This design comes from an exercise in tuning for small area on the open sky130 flow, not from production work.

==> inputs of run E <==
// dp_sink_aux_responder
module dp_sink_aux_responder #(
    parameter int         AUX_DATA_WIDTH = 8,
    parameter int         DPCD_DEPTH     = 512,
    parameter logic [7:0] MAX_LINK_RATE  = 8'h14,
    parameter logic [7:0] MAX_LANE_COUNT = 8'h04,
    parameter int         TURN_CYCLES    = 4
) (
    input  logic                      clk,
    input  logic                      rst_n,
    input  logic [AUX_DATA_WIDTH-1:0] aux_in_data,
    input  logic                      aux_start_stop,
    output logic [AUX_DATA_WIDTH-1:0] aux_out_data,
    output logic                      phy_start_stop,
    output logic [7:0]                link_bw_set,
    output logic [4:0]                lane_count_set,
    output logic [1:0]                tps_set,
    output logic                      req_dropped
);
Settings: LEC_CHECK=0, CAP_MARGIN=0, CORE_MARGIN=2, CORE_UTILIZATION=60, CTS_BUF_LIST=sky130_fd_sc_hd__clkbuf_8, CTS_CLUSTER_DIAMETER=60, CTS_CLUSTER_SIZE=20, GPL_TIMING_DRIVEN=0, PLACE_DENSITY=0.7, SLEW_MARGIN=0, SYNTH_HIERARCHICAL=1; clock period 12.0 ns.
run.sh (not shown) runs the stock make flow with config.mk's settings and CLKGATE_MAP_FILE= SYNTH_SCRIPT=/design/flow/synth_recipe.tcl, a recipe that flattens the netlist after the stock synthesis.
==> run X (differences from run E) <==
--- a/flow/design.v
+++ b/flow/design.v
@@ -15,53 +15,56 @@
     output logic [4:0]                lane_count_set,
     output logic [1:0]                tps_set,
     output logic                      req_dropped
 );
     localparam int NR = 32;    
     localparam int RL = 8;     
-    typedef enum logic [2:0] {S_IDLE, S_HDR, S_WDATA, S_RSP, S_DATA} state_t;
+    typedef enum logic [1:0] {S_IDLE, S_HDR, S_WDATA, S_RSP} state_t;
     logic [3:0] r_ph;
     logic       r_clr;
     state_t     r_state;
-    logic [1:0] r_hcnt;      
+    logic [1:0] r_hcnt;
     logic       r_hz;        
     logic [8:0] r_ptr;       
-    logic [3:0] r_lenm1;     
+    logic       r_cwr;       
+    logic       r_crd;       
+    logic [3:0] r_lenm1;
     logic [4:0] r_idx;       
     logic       r_kerr;      
     logic       r_kmore;     
+    logic [4:0] r_ridx;      
     logic       r_drop;
     logic [2:0] r_dly;       
     logic [8:0] r_ln [RL-1];  
     logic [1:0] r_mh1, r_mh2;  
     logic [7:0] r_link_bw;
     logic [4:0] r_lane_cnt;
     logic [1:0] r_tps;
-    logic       w_in_rsp, w_phy, w_acc, w_rd_out;
+    logic       w_in_rsp, w_phy, w_acc, w_last, w_rd_out;
     logic [8:0] w_lnin, w_tap;
     logic [2:0] w_lidx;
     logic       w_land;
     logic [9:0] w_end;
     logic       w_range_ok;
     logic [2:0] w_pend;
-    logic [3:0] w_xl;
-    logic       w_x100;
+    logic [8:0] w_xp;
     logic [7:0] w_rv;
     assign w_end      = {1'b0, r_ptr} + {6'd0, aux_in_data[3:0]};
     assign w_range_ok = r_hz && !w_end[9];
-    assign w_in_rsp   = (r_state == S_RSP) || (r_state == S_DATA);
-    assign w_phy      = (r_state == S_DATA) || (r_state == S_RSP && r_hcnt == 2'd3);
-    assign w_rd_out   = (r_state == S_DATA) && !r_kerr;
+    assign w_in_rsp   = (r_state == S_RSP);
+    assign w_phy      = w_in_rsp && !(r_ridx[4:2] == 3'b111);
+    assign w_rd_out   = w_in_rsp && r_kmore && !r_kerr;
     assign w_acc      = (r_state == S_WDATA) && aux_start_stop && ({1'b0, r_idx} <= {2'b0, r_lenm1});
     assign w_lnin     = (r_state == S_WDATA) ? {w_acc, aux_in_data} : {1'b0, w_rv};
     assign w_lidx     = w_rd_out ? (r_ph[2:0] - r_ptr[2:0]) : (r_dly - 3'd1);
     assign w_tap      = (w_lidx == 3'd7) ? w_lnin : r_ln[w_lidx];
     assign w_land     = w_tap[8] && !w_rd_out;
+    assign w_last     = r_kmore ? (r_kerr ? (r_ridx == 5'd1) : (r_ridx == {1'b0, r_lenm1} + 5'd1))
+                                : (r_ridx == 5'd0);
     assign w_pend     = (r_idx < {2'b0, r_dly}) ? r_idx[2:0] : r_dly;
-    assign w_xl       = {1'b0, r_ptr[2:0]} + {1'b0, w_pend};
-    assign w_x100     = w_xl[3] ? (r_ptr[8:3] == 6'b011111) : (r_ptr[8:3] == 6'b100000);
+    assign w_xp       = r_ptr + {6'd0, w_pend};
     always_ff @(posedge clk) begin
         if (!rst_n) begin
             r_ph  <= 4'd0;
             r_clr <= 1'b1;
         end else begin
             r_ph <= r_ph + 4'd1;
@@ -71,26 +74,30 @@
     always_ff @(posedge clk) begin
         if (!rst_n) begin
             r_state <= S_IDLE;
             r_hcnt  <= '0;
             r_hz    <= 1'b0;
             r_ptr   <= '0;
+            r_cwr   <= 1'b0;
+            r_crd   <= 1'b0;
             r_lenm1 <= '0;
             r_idx   <= '0;
             r_kerr  <= 1'b0;
             r_kmore <= 1'b0;
+            r_ridx  <= '0;
             r_drop  <= 1'b0;
             r_dly   <= '0;
         end else begin
             r_drop <= aux_start_stop && w_in_rsp;
-            if (w_land || w_rd_out) r_ptr <= r_ptr + 9'd1;
+            if (w_land || (w_phy && w_rd_out && r_ridx != 5'd0)) r_ptr <= r_ptr + 9'd1;
+            if (w_in_rsp) r_ridx <= r_ridx + 5'd1;
             case (r_state)
                 S_IDLE: if (aux_start_stop) begin
                     r_state <= S_HDR;
-                    r_kmore <= (aux_in_data[7:4] == 4'b1000);
-                    r_kerr  <= (aux_in_data[7:4] == 4'b1001);
+                    r_cwr   <= (aux_in_data[7:4] == 4'b1000);
+                    r_crd   <= (aux_in_data[7:4] == 4'b1001);
                     r_hz    <= (aux_in_data[3:0] == 4'd0);
                     r_hcnt  <= 2'd0;
                     r_idx   <= 5'd0;
                 end
                 S_HDR: begin
                     if (aux_start_stop) begin
@@ -99,46 +106,38 @@
                                 r_hz     <= r_hz && (aux_in_data[7:1] == 7'd0);
                                 r_ptr[8] <= aux_in_data[0];
                             end
                             2'd1: r_ptr[7:0] <= aux_in_data;
                             2'd2: begin
                                 r_lenm1 <= aux_in_data[3:0];
-                                r_kerr  <= r_kerr && w_range_ok;
+                                r_crd   <= r_crd && w_range_ok;
                                 r_dly   <= r_ptr[2:0] - r_ph[2:0] - 3'd2;
-                                if (r_kmore && w_range_ok) r_state <= S_WDATA;
+                                if (r_cwr && w_range_ok) r_state <= S_WDATA;
                             end
                             default: ;
                         endcase
                         if (r_hcnt != 2'd3) r_hcnt <= r_hcnt + 2'd1;
                     end else if (r_hcnt == 2'd3) begin
                         r_state <= S_RSP;
-                        r_kerr  <= !r_kerr;
-                        r_kmore <= r_kerr;
-                        r_hcnt  <= 2'd0;
+                        r_kerr  <= !r_crd;
+                        r_kmore <= r_crd;
+                        r_ridx  <= 5'd29;
                     end else begin
                         r_state <= S_IDLE;
                     end
                 end
                 S_WDATA: begin
                     if (w_acc) r_idx <= r_idx + 5'd1;
                     if (!aux_start_stop) begin
                         r_state <= S_RSP;
                         r_kerr  <= ({1'b0, r_idx} <= {2'b0, r_lenm1});
                         r_kmore <= ({1'b0, r_idx} <= {2'b0, r_lenm1});
-                        r_lenm1 <= 4'd0;
-                        r_hcnt  <= 2'd0;
+                        r_ridx  <= 5'd29;
                     end
                 end
-                S_RSP: begin
-                    r_hcnt <= r_hcnt + 2'd1;
-                    if (r_hcnt == 2'd3) r_state <= r_kmore ? S_DATA : S_IDLE;
-                end
-                S_DATA: begin
-                    r_lenm1 <= r_lenm1 - 4'd1;
-                    if (r_lenm1 == 4'd0) r_state <= S_IDLE;
-                end
+                S_RSP: if (w_phy && w_last) r_state <= S_IDLE;
                 default: r_state <= S_IDLE;
             endcase
         end
     end
     always_ff @(posedge clk) begin
         r_ln[0][7:0] <= w_lnin[7:0];
@@ -147,16 +146,16 @@
             for (int j = 0; j < RL - 1; j++) r_ln[j][8] <= 1'b0;
             r_mh1 <= 2'd0;
             r_mh2 <= 2'd0;
         end else begin
             r_ln[0][8] <= w_lnin[8];
             for (int j = 1; j < RL - 1; j++) r_ln[j][8] <= r_ln[j-1][8];
-            r_mh1 <= (!w_acc || !w_x100) ? 2'd0 :
-                     (w_xl[2:0] == 3'd0) ? 2'd1 :
-                     (w_xl[2:0] == 3'd1) ? 2'd2 :
-                     (w_xl[2:0] == 3'd2) ? 2'd3 : 2'd0;
+            r_mh1 <= !w_acc ? 2'd0 :
+                     (w_xp == 9'h100) ? 2'd1 :
+                     (w_xp == 9'h101) ? 2'd2 :
+                     (w_xp == 9'h102) ? 2'd3 : 2'd0;
             r_mh2 <= r_mh1;
         end
     end
     logic [7:0] w_wdat;
     logic [7:0] w_s7 [NR];
     logic [NR-1:0] w_wr, w_p;
@@ -210,14 +209,17 @@
         aux_a222oi u_g10 (.a1(w_sel[30]), .a2(src[30]), .b1(w_sel[31]), .b2(src[31]), .c1(1'b0), .c2(1'b0), .y(grp[10]));
         assign w_rv[b] = (!(&grp) ^ w_rinv) || w_rom[b];
     end
     always_comb begin
         phy_start_stop = w_phy;
         aux_out_data   = '0;
-        if (r_state == S_RSP && r_hcnt == 2'd3) aux_out_data = r_kerr ? 8'h10 : 8'h00;
-        else if (r_state == S_DATA)            aux_out_data = r_kerr ? {3'b000, r_idx} : w_tap[7:0];
+        if (w_phy) begin
+            if (r_ridx == 5'd0)  aux_out_data = r_kerr ? 8'h10 : 8'h00;
+            else if (r_kerr)     aux_out_data = {3'b000, r_idx};
+            else                 aux_out_data = w_tap[7:0];
+        end
     end
     always_ff @(posedge clk) begin
         if (!rst_n) begin
             r_link_bw  <= '0;
             r_lane_cnt <= '0;
             r_tps      <= '0;
- CAP_MARGIN: 0 -> 20
- GPL_TIMING_DRIVEN: 0 -> not set
- SLEW_MARGIN: 0 -> 20
==> flow_summary.json <==
{
  "buf_share": 0.01497,
  "antenna_found_initial": 3,
  "ir_worst_vdd_v": 0.0001633,
  "cts_sinks": 2165,
  "multi_input_area_share": 0.1250,
  "status": "timing/DRC/antenna clean"
}
The numbers above come from run E.

==> flow_summary.json <==
{
  "status": "timing/DRC/antenna clean",
  "mostFrequentLayoutCell": "dfxtp_1",
  "antenna_found_initial": 1,
  "ir_worst_vdd_v": 0.0001366,
  "buf_share": 0.008645,
  "seq_power_mw": 7.33,
  "r2r_slack_ps": 3760,
  "cts_sinks": 2171,
  "multi_input_area_share": 0.1286,
  "synthCells": 3267
}
The numbers above come from run X.

Function was not checked in any run of this note: the RTL went through the layout flow alone.

-- afterwards: timing with drivers on the ports --
In the flow no input, the clock included, has a driving cell. The finished layouts below were timed again as built, in two steps. Step 1 assumes that a clkbuf_16 drives the clock port and a buf_2 every other input. Step 2, shift: input delay + t, output delay - t, t = (earliest + latest rising clock arrival at the registers) / 2. This alone moves slack from input paths to output paths. a / b / c = ideal ports / drivers / drivers and shift; a / b = the first two.
run	t, ns	slack for setup (ns)	hold slack, ns	worst setup path after step 2	clock arrival spread, ns
run E	0.878	0.208 / 0.183 / 0.183	0.316 / 0.316 / 0.316	input to output	0.050 / 0.050
run X	0.879	1.020 / 0.993 / 0.993	0.321 / 0.321 / 0.321	input to output	0.030 / 0.030
After both steps every run listed still meets setup and hold. For run X, which loses most, drivers alone change the setup slack by -0.027 ns; drivers and shift together by -0.027 ns.
